Background: an optimization exercise with open tools, aiming at small area. Do not read the settings as production practice. Power is estimated from default activity; no workload was simulated.

==> run a: inputs <==
==> flow/design.v <==
package calc_pkg;
	typedef enum logic [2:0] {
		OP_WRITE       = 3'd0,
		OP_READ        = 3'd1,
		OP_READ2       = 3'd2,
		OP_WRITE_READ  = 3'd3,
		OP_WRITE_READ2 = 3'd4,
		OP_LESS        = 3'd5,
		OP_XOR         = 3'd6,
		OP_SHIFT       = 3'd7
	} calc_op_e;
	typedef logic [16-1:0] calc_word_t;
	typedef logic [5-1:0] calc_addr_t;
	typedef union packed {
		logic [16*8-1:0]     flat;
		logic [0:16-1][7:0] chars;
	} lcd_line_u;
endpackage
`timescale 1ns/1ns
module calc_top (
	input  logic                        PB1,
	input  logic                        reset,
	input  logic                        cmd_load,
	input  logic                        step,
	input  logic                        hold,
	input  logic [4-1:0]    nibble,
	output logic [16*8-1:0] line_top,
	output logic [16*8-1:0] line_bottom,
	output logic                        line_valid
);
	logic [2:0]  op;
	logic [3:0]  count;
	logic        step_q;
	logic        step_evt;
	logic        wr_en;
	logic        show;
	logic [4:0]  rd_addr_a;
	logic [4:0]  rd_addr_b;
	logic [4:0]  wr_addr;
	logic [15:0] entry_data;
	logic [3:0]  shift_amt;
	logic [4:0]  port_addr;
	logic [15:0] port;
	logic [15:0] wr_word;
	logic [15:0] top_bits;
	logic [15:0] bot_bits;
	logic        shown;
	logic        top_word;
	wire op_two  = (op == calc_pkg::OP_READ2) || (op == calc_pkg::OP_WRITE_READ2);
	wire op_one  = (op == calc_pkg::OP_READ) || (op == calc_pkg::OP_WRITE_READ);
	wire need_b  = op_two || (op == calc_pkg::OP_LESS) || (op == calc_pkg::OP_XOR);
	assign step_evt = step & ~step_q & ~hold & ~cmd_load;
	wire op_w   = (op == calc_pkg::OP_WRITE);
	wire op_r   = (op == calc_pkg::OP_READ);
	wire op_r2  = (op == calc_pkg::OP_READ2);
	wire op_wr  = (op == calc_pkg::OP_WRITE_READ);
	wire op_wr2 = (op == calc_pkg::OP_WRITE_READ2);
	wire op_lx  = (op == calc_pkg::OP_LESS) || (op == calc_pkg::OP_XOR);
	wire op_sh  = (op == calc_pkg::OP_SHIFT);
	wire has_b  = op_r2 || op_wr2 || op_lx;
	wire do_a_hi  = !op_w && count == 4'd1;
	wire do_a_lo  = !op_w && count == 4'd2;
	wire do_b_hi  = has_b && count == 4'd3;
	wire do_b_lo  = has_b && count == 4'd4;
	wire do_w_hi  = (op_w && count == 4'd1) || ((op_wr || op_sh) && count == 4'd3) ||
	                ((op_wr2 || op_lx) && count == 4'd5);
	wire do_w_lo  = (op_w && count == 4'd2) || ((op_wr || op_sh) && count == 4'd4) ||
	                ((op_wr2 || op_lx) && count == 4'd6);
	wire do_data  = (op_w && count >= 4'd3 && count <= 4'd6) ||
	                (op_wr && count >= 4'd5 && count <= 4'd8) ||
	                (op_wr2 && count >= 4'd7 && count <= 4'd10);
	wire do_shamt = op_sh && count == 4'd5;
	wire do_write = ((op_w || op_lx) && count == 4'd7) || (op_wr && count == 4'd9) ||
	                (op_wr2 && count == 4'd11) || (op_sh && count == 4'd6);
	wire do_show  = ((op_w || op_lx) && count == 4'd8) || (op_r && count == 4'd3) ||
	                (op_r2 && count == 4'd5) || (op_wr && count == 4'd10) ||
	                (op_wr2 && count == 4'd12) || (op_sh && count == 4'd7);
	always_ff @(posedge PB1) begin
		if (reset) begin
			op     <= calc_pkg::OP_WRITE;
			count  <= '0;
			step_q <= 1'b0;
			wr_en  <= 1'b0;
			show   <= 1'b0;
		end else begin
			step_q <= step;
			wr_en  <= step_evt && (do_write);
			show   <= step_evt && (do_show);
			if (cmd_load) begin
				op    <= nibble[2:0];
				count <= '0;
			end else if (hold) begin
				count <= '0;
			end else if (step_evt) begin
				count <= (do_show) ? 4'd0 : count + 4'd1;
			end
		end
	end
	logic [16*32-1:0] ring;
	logic [4:0]  rot;
	logic        clr;
	logic        pend;
	logic [4:0]  pend_addr;
	logic [4:0]  pend_slot;
	logic        pend_on;
	logic        zero_fill;
	logic [15:0] ins_data;
	logic [3:0]  ins_sel;
	assign zero_fill = reset || clr;
	assign pend_on   = pend || wr_en;
	assign pend_slot = pend_addr - rot;
	assign ins_data  = zero_fill ? 16'd0 : entry_data;
	always_comb begin
		for (int k = 0; k < 4; k++)
			ins_sel[k] = zero_fill || (pend_on && pend_slot == 5'(8*k + 1));
	end
	always_ff @(posedge PB1) begin
		for (int s = 0; s < 32; s++) begin
			if (s % 8 == 0 && ins_sel[s/8])
				ring[16*s +: 16] <= ins_data;
			else
				ring[16*s +: 16] <= ring[16*((s+1) % 32) +: 16];
		end
	end
	always_ff @(posedge PB1) begin
		if (reset) begin
			rot   <= '0;
			clr   <= 1'b1;
			pend  <= 1'b0;
		end else begin
			rot <= rot + 5'd1;
			if (rot == 5'd6) clr <= 1'b0;
			pend <= pend_on && (ins_sel == 4'd0);
		end
	end
	logic        a_ok, b_ok;
	logic [15:0] a_word, b_word;
	logic        tap_hit;
	logic [15:0] tap_word;
	logic        got;
	logic [15:0] got_word;
	wire         look_b = a_ok && need_b;
	logic [10:0] tap_sel;
	logic [2:0]  op_nx;
	logic [4:0]  a_nx, b_nx, look_nx, slot_nx;
	logic        a_ok_nx;
	always_comb begin
		op_nx = reset ? calc_pkg::OP_WRITE : (cmd_load ? nibble[2:0] : op);
		a_nx  = rd_addr_a;
		b_nx  = rd_addr_b;
		if (step_evt && do_a_hi) a_nx[4:1] = nibble;
		if (step_evt && do_a_lo) a_nx[0]   = nibble[0];
		if (step_evt && do_b_hi) b_nx[4:1] = nibble;
		if (step_evt && do_b_lo) b_nx[0]   = nibble[0];
		a_ok_nx = !(reset || a_step) && (a_ok || got);
		look_nx = (a_ok_nx && (op_nx == calc_pkg::OP_READ2 || op_nx == calc_pkg::OP_WRITE_READ2 ||
		           op_nx == calc_pkg::OP_LESS || op_nx == calc_pkg::OP_XOR)) ? b_nx : a_nx;
		slot_nx = look_nx - (reset ? 5'd0 : rot + 5'd1);
	end
	always_ff @(posedge PB1) begin
		for (int t = 0; t < 11; t++)
			tap_sel[t] <= (slot_nx == 5'(3*t));
	end
	always_comb begin
		tap_word = '0;
		for (int t = 0; t < 11; t++)
			tap_word = tap_word | ({16{tap_sel[t]}} & ring[16*3*t +: 16]);
	end
	assign tap_hit = |tap_sel;
	assign got      = clr || tap_hit;
	assign got_word = clr ? 16'd0 : tap_word;
	wire a_step = step_evt && (do_a_hi || do_a_lo);
	wire b_step = step_evt && (do_b_hi || do_b_lo);
	wire [15:0]  cur_word = look_b ? b_word : a_word;
	wire         cur_ok   = look_b ? b_ok : a_ok;
	wire [15:0]  cap      = cur_ok ? cur_word : got_word;
	wire upd   = wr_en || (pend && ins_sel != 4'd0);
	wire a_upd = upd && (rd_addr_a == pend_addr);
	wire b_upd = upd && (rd_addr_b == pend_addr);
	always_ff @(posedge PB1) begin
		a_word <= a_upd ? entry_data : (look_b ? a_word : cap);
		b_word <= b_upd ? entry_data : (look_b ? cap : b_word);
		a_ok   <= a_ok_nx;
		b_ok   <= !(reset || b_step) && (b_ok || (look_b && got));
	end
	logic a_lt_b;
	always_comb begin
		a_lt_b = 1'b0;
		for (int i = 0; i < 15; i++)
			a_lt_b = (a_word[i] == b_word[i]) ? a_lt_b : b_word[i];
		a_lt_b = (a_word[15] == b_word[15]) ? a_lt_b : a_word[15];
	end
	always_comb begin
		case (op)
			calc_pkg::OP_LESS:  wr_word = {15'd0, a_lt_b};
			calc_pkg::OP_XOR:   wr_word = a_word ^ b_word;
			default:            wr_word = a_word >> shift_amt;
		endcase
	end
	always_ff @(posedge PB1) begin
		if (step_evt) begin
			if (do_a_hi)  rd_addr_a[4:1] <= nibble;
			if (do_a_lo)  rd_addr_a[0] <= nibble[0];
			if (do_b_hi)  rd_addr_b[4:1] <= nibble;
			if (do_b_lo)  rd_addr_b[0] <= nibble[0];
			if (do_w_hi)  wr_addr[4:1] <= nibble;
			if (do_w_lo)  wr_addr[0] <= nibble[0];
			if (do_shamt) shift_amt <= nibble;
		end
		if (step_evt && do_data)
			entry_data <= {entry_data[11:0], nibble};
		else if (step_evt && do_write && (op == calc_pkg::OP_LESS || op == calc_pkg::OP_XOR || op == calc_pkg::OP_SHIFT))
			entry_data <= wr_word;
		if (step_evt && do_write)
			pend_addr <= wr_addr;
	end
	always_ff @(posedge PB1) begin
		if (reset) begin
			top_bits   <= '0;
			bot_bits   <= '0;
			shown      <= 1'b0;
			top_word   <= 1'b0;
			line_valid <= 1'b0;
		end else begin
			line_valid <= show;
			if (show) begin
				shown    <= 1'b1;
				top_word <= op_two;
				if (op_two)      top_bits <= a_word;
				else if (op_one) top_bits <= {rd_addr_a, 11'd0};
				else             top_bits <= {wr_addr, 11'd0};
				if (op_two || op_one) bot_bits <= cap;
				else                  bot_bits <= entry_data;
			end
		end
	end
	always_comb begin
		for (int i = 0; i < 16; i++) begin
			line_top[127-8*i -: 8]    = {3'b001, (i < 5) ? shown : top_word, 3'b000, top_bits[15-i]};
			line_bottom[127-8*i -: 8] = {3'b001, shown, 3'b000, bot_bits[15-i]};
		end
	end
endmodule
==> flow/flow/run.sh <==
#!/bin/bash
# Standard layout (the standard.sh: standard synthesis and ORFS steps) with these changes:
#  - constant output ports share tie cells in groups of up to 8 (flow/split_ties.tcl)
#    instead of one tie cell per port
#  - CTS inserts no dummy loads, and uses smaller clock buffers in larger sink clusters
#  - port buffers are the smallest buffer
set -euo pipefail
export SKIP_REPAIR_TIE_FANOUT=1
export POST_FLOORPLAN_TCL="$PWD/flow/split_ties.tcl"
export CTS_ARGS="-sink_clustering_enable -repair_clock_nets -dont_use_dummy_load -buf_list {sky130_fd_sc_hd__clkbuf_4 sky130_fd_sc_hd__clkbuf_8} -sink_clustering_size 16 -sink_clustering_max_diameter 80"
export BUFFER_PORTS_ARGS="-buffer_cell sky130_fd_sc_hd__buf_1"
bash standard.sh > flow_make.log 2>&1
==> flow/flow/split_ties.tcl <==
# Run after floorplan (POST_FLOORPLAN_TCL). Synthesis leaves one tie cell per constant value;
# give every group of up to 8 loads of a tie net its own tie cell, so that no tie net is long,
# while not spending a tie cell on every constant output port.
set group_size 8
set block [ord::get_db_block]
set made 0
set ties {}
foreach inst [$block getInsts] {
  if {[[$inst getMaster] getName] eq "sky130_fd_sc_hd__conb_1"} { lappend ties $inst }
}
foreach inst $ties {
  set master [$inst getMaster]
  foreach iterm [$inst getITerms] {
    set pin [[$iterm getMTerm] getName]
    if {$pin ne "HI" && $pin ne "LO"} { continue }
    set net [$iterm getNet]
    if {$net eq "NULL"} { continue }
    set loads {}
    foreach it [$net getITerms] {
      if {[$it getInst] eq $inst} { continue }
      lappend loads [list "[[$it getInst] getName]/[[$it getMTerm] getName]" i $it]
    }
    foreach bt [$net getBTerms] { lappend loads [list [$bt getName] b $bt] }
    set loads [lsort -dictionary -index 0 $loads]
    set n [llength $loads]
    # the first group stays on the existing tie
    for {set i $group_size} {$i < $n} {incr i $group_size} {
      set name "tie_split_${made}"
      set tie [odb::dbInst_create $block $master $name]
      set tnet [odb::dbNet_create $block "${name}_net"]
      [$tie findITerm $pin] connect $tnet
      foreach l [lrange $loads $i [expr {$i + $group_size - 1}]] {
        set obj [lindex $l 2]
        $obj disconnect
        $obj connect $tnet
      }
      incr made
    }
  }
}
puts "split_ties: added $made tie cells"
==> flow/standard.sh <==
#!/bin/bash
# synth_recipe.tcl (not shown) runs the flow's synth.tcl, then flattens the netlist and writes it again
# the make line also repeats each setting of config.mk as NAME=value (left out here)
make -C /OpenROAD-flow-scripts/flow DESIGN_CONFIG=/design/flow/config.mk WORK_HOME=/design/flow/orfs CLKGATE_MAP_FILE= SYNTH_SCRIPT=/design/flow/synth_recipe.tcl "${@:-finish}"
==> flow/config.mk <==
export PLATFORM = sky130hd
export DESIGN_NAME = calc_top
export DESIGN_NICKNAME = calc_top
export VERILOG_FILES = /design/flow/design.v
export SDC_FILE = /design/flow/constraint.sdc
export NUM_CORES = 4
export LEC_CHECK = 0
export ABC_AREA = 1
export CAP_MARGIN = 20
export CORE_MARGIN = 2
export CORE_UTILIZATION = 40
export SLEW_MARGIN = 20
==> flow/constraint.sdc <==
create_clock -name core_clock -period 10.0 [get_ports {PB1}]
set_input_delay 2.0000 -clock core_clock [delete_from_list [all_inputs] [get_ports {PB1}]]
set_output_delay 2.0000 -clock core_clock [all_outputs]
set_load 0.01 [all_outputs]
==> run b: changes against run a <==
==> flow/design.v, changed modules only <==
module calc_top (
	input  logic                        PB1,
	input  logic                        reset,
	input  logic                        cmd_load,
	input  logic                        step,
	input  logic                        hold,
	input  logic [4-1:0]    nibble,
	output logic [16*8-1:0] line_top,
	output logic [16*8-1:0] line_bottom,
	output logic                        line_valid
);
	logic [2:0]  op;
	logic [3:0]  count;
	logic        step_q;
	logic        step_evt;
	logic        wr_en;
	logic        show;
	logic [4:0]  rd_addr_a;
	logic [4:0]  rd_addr_b;
	logic [4:0]  wr_addr;
	logic [15:0] entry_data;
	logic [3:0]  shift_amt;
	logic [4:0]  port_addr;
	logic [15:0] port;
	logic [15:0] wr_word;
	logic [15:0] top_bits;
	logic [15:0] bot_bits;
	logic        shown;
	logic        top_word;
	wire op_two  = (op == calc_pkg::OP_READ2) || (op == calc_pkg::OP_WRITE_READ2);
	wire op_one  = (op == calc_pkg::OP_READ) || (op == calc_pkg::OP_WRITE_READ);
	wire need_b  = op_two || (op == calc_pkg::OP_LESS) || (op == calc_pkg::OP_XOR);
	assign step_evt = step & ~step_q & ~hold & ~cmd_load;
	wire op_w   = (op == calc_pkg::OP_WRITE);
	wire op_r   = (op == calc_pkg::OP_READ);
	wire op_r2  = (op == calc_pkg::OP_READ2);
	wire op_wr  = (op == calc_pkg::OP_WRITE_READ);
	wire op_wr2 = (op == calc_pkg::OP_WRITE_READ2);
	wire op_lx  = (op == calc_pkg::OP_LESS) || (op == calc_pkg::OP_XOR);
	wire op_sh  = (op == calc_pkg::OP_SHIFT);
	wire has_b  = op_r2 || op_wr2 || op_lx;
	wire do_a_hi  = !op_w && count == 4'd1;
	wire do_a_lo  = !op_w && count == 4'd2;
	wire do_b_hi  = has_b && count == 4'd3;
	wire do_b_lo  = has_b && count == 4'd4;
	wire do_w_hi  = (op_w && count == 4'd1) || ((op_wr || op_sh) && count == 4'd3) ||
	                ((op_wr2 || op_lx) && count == 4'd5);
	wire do_w_lo  = (op_w && count == 4'd2) || ((op_wr || op_sh) && count == 4'd4) ||
	                ((op_wr2 || op_lx) && count == 4'd6);
	wire do_data  = (op_w && count >= 4'd3 && count <= 4'd6) ||
	                (op_wr && count >= 4'd5 && count <= 4'd8) ||
	                (op_wr2 && count >= 4'd7 && count <= 4'd10);
	wire do_shamt = op_sh && count == 4'd5;
	wire do_write = ((op_w || op_lx) && count == 4'd7) || (op_wr && count == 4'd9) ||
	                (op_wr2 && count == 4'd11) || (op_sh && count == 4'd6);
	wire do_show  = ((op_w || op_lx) && count == 4'd8) || (op_r && count == 4'd3) ||
	                (op_r2 && count == 4'd5) || (op_wr && count == 4'd10) ||
	                (op_wr2 && count == 4'd12) || (op_sh && count == 4'd7);
	always_ff @(posedge PB1) begin
		if (reset) begin
			op     <= calc_pkg::OP_WRITE;
			count  <= '0;
			step_q <= 1'b0;
			wr_en  <= 1'b0;
			show   <= 1'b0;
		end else begin
			step_q <= step;
			wr_en  <= step_evt && (do_write);
			show   <= step_evt && (do_show);
			if (cmd_load) begin
				op    <= nibble[2:0];
				count <= '0;
			end else if (hold) begin
				count <= '0;
			end else if (step_evt) begin
				count <= (do_show) ? 4'd0 : count + 4'd1;
			end
		end
	end
	logic [16*32-1:0] ring;
	logic [4:0]  rot;
	logic        clr;
	logic        pend;
	logic [4:0]  pend_addr;
	logic [4:0]  pend_slot;
	logic        pend_on;
	logic        zero_fill;
	logic [15:0] ins_data;
	logic [3:0]  ins_sel;
	assign zero_fill = reset || clr;
	assign pend_on   = pend || wr_en;
	assign pend_slot = pend_addr - rot;
	assign ins_data  = zero_fill ? 16'd0 : entry_data;
	always_comb begin
		for (int k = 0; k < 4; k++)
			ins_sel[k] = zero_fill || (pend_on && pend_slot == 5'(8*k + 1));
	end
	always_ff @(posedge PB1) begin
		for (int s = 0; s < 32; s++) begin
			if (s % 8 == 0)
				ring[16*s +: 16] <= (ring[16*(s+1) +: 16] & {16{!ins_sel[s/8]}}) |
				                    (entry_data & {16{ins_sel[s/8] && !zero_fill}});
			else
				ring[16*s +: 16] <= ring[16*((s+1) % 32) +: 16];
		end
	end
	always_ff @(posedge PB1) begin
		if (reset) begin
			rot   <= '0;
			clr   <= 1'b1;
			pend  <= 1'b0;
		end else begin
			rot <= rot + 5'd1;
			if (rot == 5'd6) clr <= 1'b0;
			pend <= pend_on && (ins_sel == 4'd0);
		end
	end
	logic        a_ok, b_ok;
	logic [15:0] a_word, b_word;
	logic        tap_hit;
	logic [15:0] tap_word;
	logic        got;
	logic [15:0] got_word;
	wire         look_b = a_ok && need_b;
	wire a_hi_evt = step_evt && do_a_hi;
	wire a_lo_evt = step_evt && do_a_lo;
	wire b_hi_evt = step_evt && do_b_hi;
	wire b_lo_evt = step_evt && do_b_lo;
	wire a_wait   = !op_w && count == 4'd2;
	wire b_wait   = has_b && count == 4'd4;
	logic [7:0]  tap_sel;
	logic        tap_odd;
	logic [2:0]  op_nx;
	logic [4:0]  a_nx, b_nx, look_nx, slot_nx;
	logic        a_ok_nx, b_ok_nx;
	always_comb begin
		op_nx = reset ? calc_pkg::OP_WRITE : (cmd_load ? nibble[2:0] : op);
		a_nx  = rd_addr_a;
		b_nx  = rd_addr_b;
		if (a_hi_evt) a_nx[4:1] = nibble;
		if (a_lo_evt) a_nx[0]   = nibble[0];
		if (b_hi_evt) b_nx[4:1] = nibble;
		if (b_lo_evt) b_nx[0]   = nibble[0];
		if (reset || a_hi_evt) a_ok_nx = 1'b0;
		else if (a_lo_evt)     a_ok_nx = got;
		else                   a_ok_nx = a_ok || (got && !a_wait);
		if (reset || b_hi_evt) b_ok_nx = 1'b0;
		else if (b_lo_evt)     b_ok_nx = look_b && got;
		else                   b_ok_nx = b_ok || (look_b && got && !b_wait);
		look_nx = (a_ok_nx && (op_nx == calc_pkg::OP_READ2 || op_nx == calc_pkg::OP_WRITE_READ2 ||
		           op_nx == calc_pkg::OP_LESS || op_nx == calc_pkg::OP_XOR)) ? b_nx : a_nx;
		slot_nx = {look_nx[4:1], 1'b0} - (reset ? 5'd0 : rot + 5'd1);
	end
	always_ff @(posedge PB1) begin
		for (int t = 0; t < 8; t++)
			tap_sel[t] <= (slot_nx == 5'(4*t)) || (slot_nx == 5'(4*t - 1));
		tap_odd <= (slot_nx[1:0] == 2'd3);
	end
	always_comb begin
		tap_word = '0;
		for (int t = 0; t < 8; t++)
			tap_word = tap_word | ({16{tap_sel[t]}} & ring[16*4*t +: 16]);
	end
	wire look_lo = look_b ? (b_lo_evt ? nibble[0] : rd_addr_b[0]) :
	                        (a_lo_evt ? nibble[0] : rd_addr_a[0]);
	assign tap_hit = (|tap_sel) && (tap_odd == look_lo);
	assign got      = clr || tap_hit;
	assign got_word = clr ? 16'd0 : tap_word;
	wire         b_hold = b_ok || !look_b;
	wire [15:0]  a_next = a_ok ? a_word : got_word;
	wire [15:0]  b_next = b_hold ? b_word : got_word;
	wire upd   = wr_en || (pend && ins_sel != 4'd0);
	wire a_upd = upd && (a_nx == pend_addr);
	wire b_upd = upd && (b_nx == pend_addr);
	always_ff @(posedge PB1) begin
		a_word <= a_upd ? entry_data : a_next;
		b_word <= b_upd ? entry_data : b_next;
		a_ok   <= a_ok_nx;
		b_ok   <= b_ok_nx;
	end
	logic a_lt_b;
	always_comb begin
		a_lt_b = 1'b0;
		for (int i = 0; i < 15; i++)
			a_lt_b = (a_word[i] == b_word[i]) ? a_lt_b : b_word[i];
		a_lt_b = (a_word[15] == b_word[15]) ? a_lt_b : a_word[15];
	end
	always_comb begin
		case (op)
			calc_pkg::OP_LESS:  wr_word = {15'd0, a_lt_b};
			calc_pkg::OP_XOR:   wr_word = a_word ^ b_word;
			default:            wr_word = a_word >> shift_amt;
		endcase
	end
	always_ff @(posedge PB1) begin
		if (step_evt) begin
			if (do_a_hi)  rd_addr_a[4:1] <= nibble;
			if (do_a_lo)  rd_addr_a[0] <= nibble[0];
			if (do_b_hi)  rd_addr_b[4:1] <= nibble;
			if (do_b_lo)  rd_addr_b[0] <= nibble[0];
			if (do_w_hi)  wr_addr[4:1] <= nibble;
			if (do_w_lo)  wr_addr[0] <= nibble[0];
			if (do_shamt) shift_amt <= nibble;
		end
		if (step_evt && do_data)
			entry_data <= {entry_data[11:0], nibble};
		else if (step_evt && do_write && (op == calc_pkg::OP_LESS || op == calc_pkg::OP_XOR || op == calc_pkg::OP_SHIFT))
			entry_data <= wr_word;
		if (step_evt && do_write)
			pend_addr <= wr_addr;
	end
	always_ff @(posedge PB1) begin
		if (reset) begin
			top_bits   <= '0;
			bot_bits   <= '0;
			shown      <= 1'b0;
			top_word   <= 1'b0;
			line_valid <= 1'b0;
		end else begin
			line_valid <= show;
			if (show) begin
				shown    <= 1'b1;
				top_word <= op_two;
				if (op_two)      top_bits <= a_word;
				else if (op_one) top_bits <= {rd_addr_a, 11'd0};
				else             top_bits <= {wr_addr, 11'd0};
				if (op_two)      bot_bits <= b_next;
				else if (op_one) bot_bits <= a_next;
				else             bot_bits <= entry_data;
			end
		end
	end
	always_comb begin
		for (int i = 0; i < 16; i++) begin
			line_top[127-8*i -: 8]    = {3'b001, (i < 5) ? shown : top_word, 3'b000, top_bits[15-i]};
			line_bottom[127-8*i -: 8] = {3'b001, shown, 3'b000, bot_bits[15-i]};
		end
	end
endmodule
--- a/flow/flow/run.sh
+++ b/flow/flow/run.sh
@@ -9,3 +9,3 @@
 export POST_FLOORPLAN_TCL="$PWD/flow/split_ties.tcl"
-export CTS_ARGS="-sink_clustering_enable -repair_clock_nets -dont_use_dummy_load -buf_list {sky130_fd_sc_hd__clkbuf_4 sky130_fd_sc_hd__clkbuf_8} -sink_clustering_size 16 -sink_clustering_max_diameter 80"
+export CTS_ARGS="-sink_clustering_enable -repair_clock_nets -dont_use_dummy_load -buf_list {sky130_fd_sc_hd__clkbuf_4 sky130_fd_sc_hd__clkbuf_8} -sink_clustering_size 20 -sink_clustering_max_diameter 60"
 export BUFFER_PORTS_ARGS="-buffer_cell sky130_fd_sc_hd__buf_1"
Settings changed: CORE_UTILIZATION 40 to 60.
==> run summary <==
|  | run a | run b |
|---|---|---|
| Final-layout fill cell count | 5117 | 3150 |
| Die width | 236 µm | 193 µm |
| Gate count after technology mapping | 2167 | 2142 |
| Net switching power | 0.954 mW | 0.950 mW |
| Count of flip-flops with a built-in enable after synthesis | 72 | 40 |
| Maximum number of pins on one net before global-route repair | 46 | 70 |
| Combinational power share | 5.5% | 6.1% |
| Relative area of clock buffers and inverters in the final design | 3.00% | 2.89% |
| Slew at the pin with the worst max-slew slack | 0.942 ns | 1.15 ns |
| Register-to-Register Path Depth | 11 | 13 |
| Placer's final routability congestion estimate | 0.884 | 0.976 |
| Status | complete, no violations | complete, no violations |
| Routed metal-1 wirelength | 22000 µm | 21600 µm |
| Global routing met3 resource utilization | 3.84% | 3.87% |
| CTS sink count | 649 | 647 |
| Tcrit/Tclk final | 47.9% | 53.5% |
| Count of buffer and inverter cells on the critical path | 4 | 6 |
| Num rows | 84 | 69 |
| Slew HR | 37.2% | 23.5% |
| Net count, final | 2063 | 2022 |
| Final worst setup slack | 5.21 ns | 4.65 ns |
| Sequential group share of total power | 65.5% | 65.7% |
| Hold Worst Slack | 0.308 ns | 0.310 ns |
| Xor and xnor area share after synthesis | 0.896% | 0.862% |
No run of this note included a check of the RTL's function; only the layout flow was run.

-- afterwards: timing with drivers on the ports --
The results above use ideal ports. As a check the final layouts listed here were re-extracted and re-timed, cells and wires unchanged.
Step 1 (the two cells are an assumption about what drives the block):
set clk [get_ports {PB1}]
set_driving_cell -lib_cell sky130_fd_sc_hd__clkbuf_16 $clk
set_driving_cell -lib_cell sky130_fd_sc_hd__buf_2 [delete_from_list [all_inputs] $clk]
Step 2 moves the port delays by t, midway between the first and last clock arrival at a register: inputs arrive t later, outputs are due t later. That takes back most of the time a late clock gives input paths.
a / b / c = ideal ports / drivers / drivers and shift; a / b = the first two.
run | shift t [ns] | setup slack, ns | worst setup path at the end
run a | 0.677 | 5.206 / 5.228 / 4.551 | input to register
run b | 0.650 | 4.654 / 4.681 / 4.031 | input to register
After both steps every run listed still meets setup and hold. For run a, which loses most, drivers alone change the setup slack by +0.022 ns; drivers and shift together by -0.655 ns.
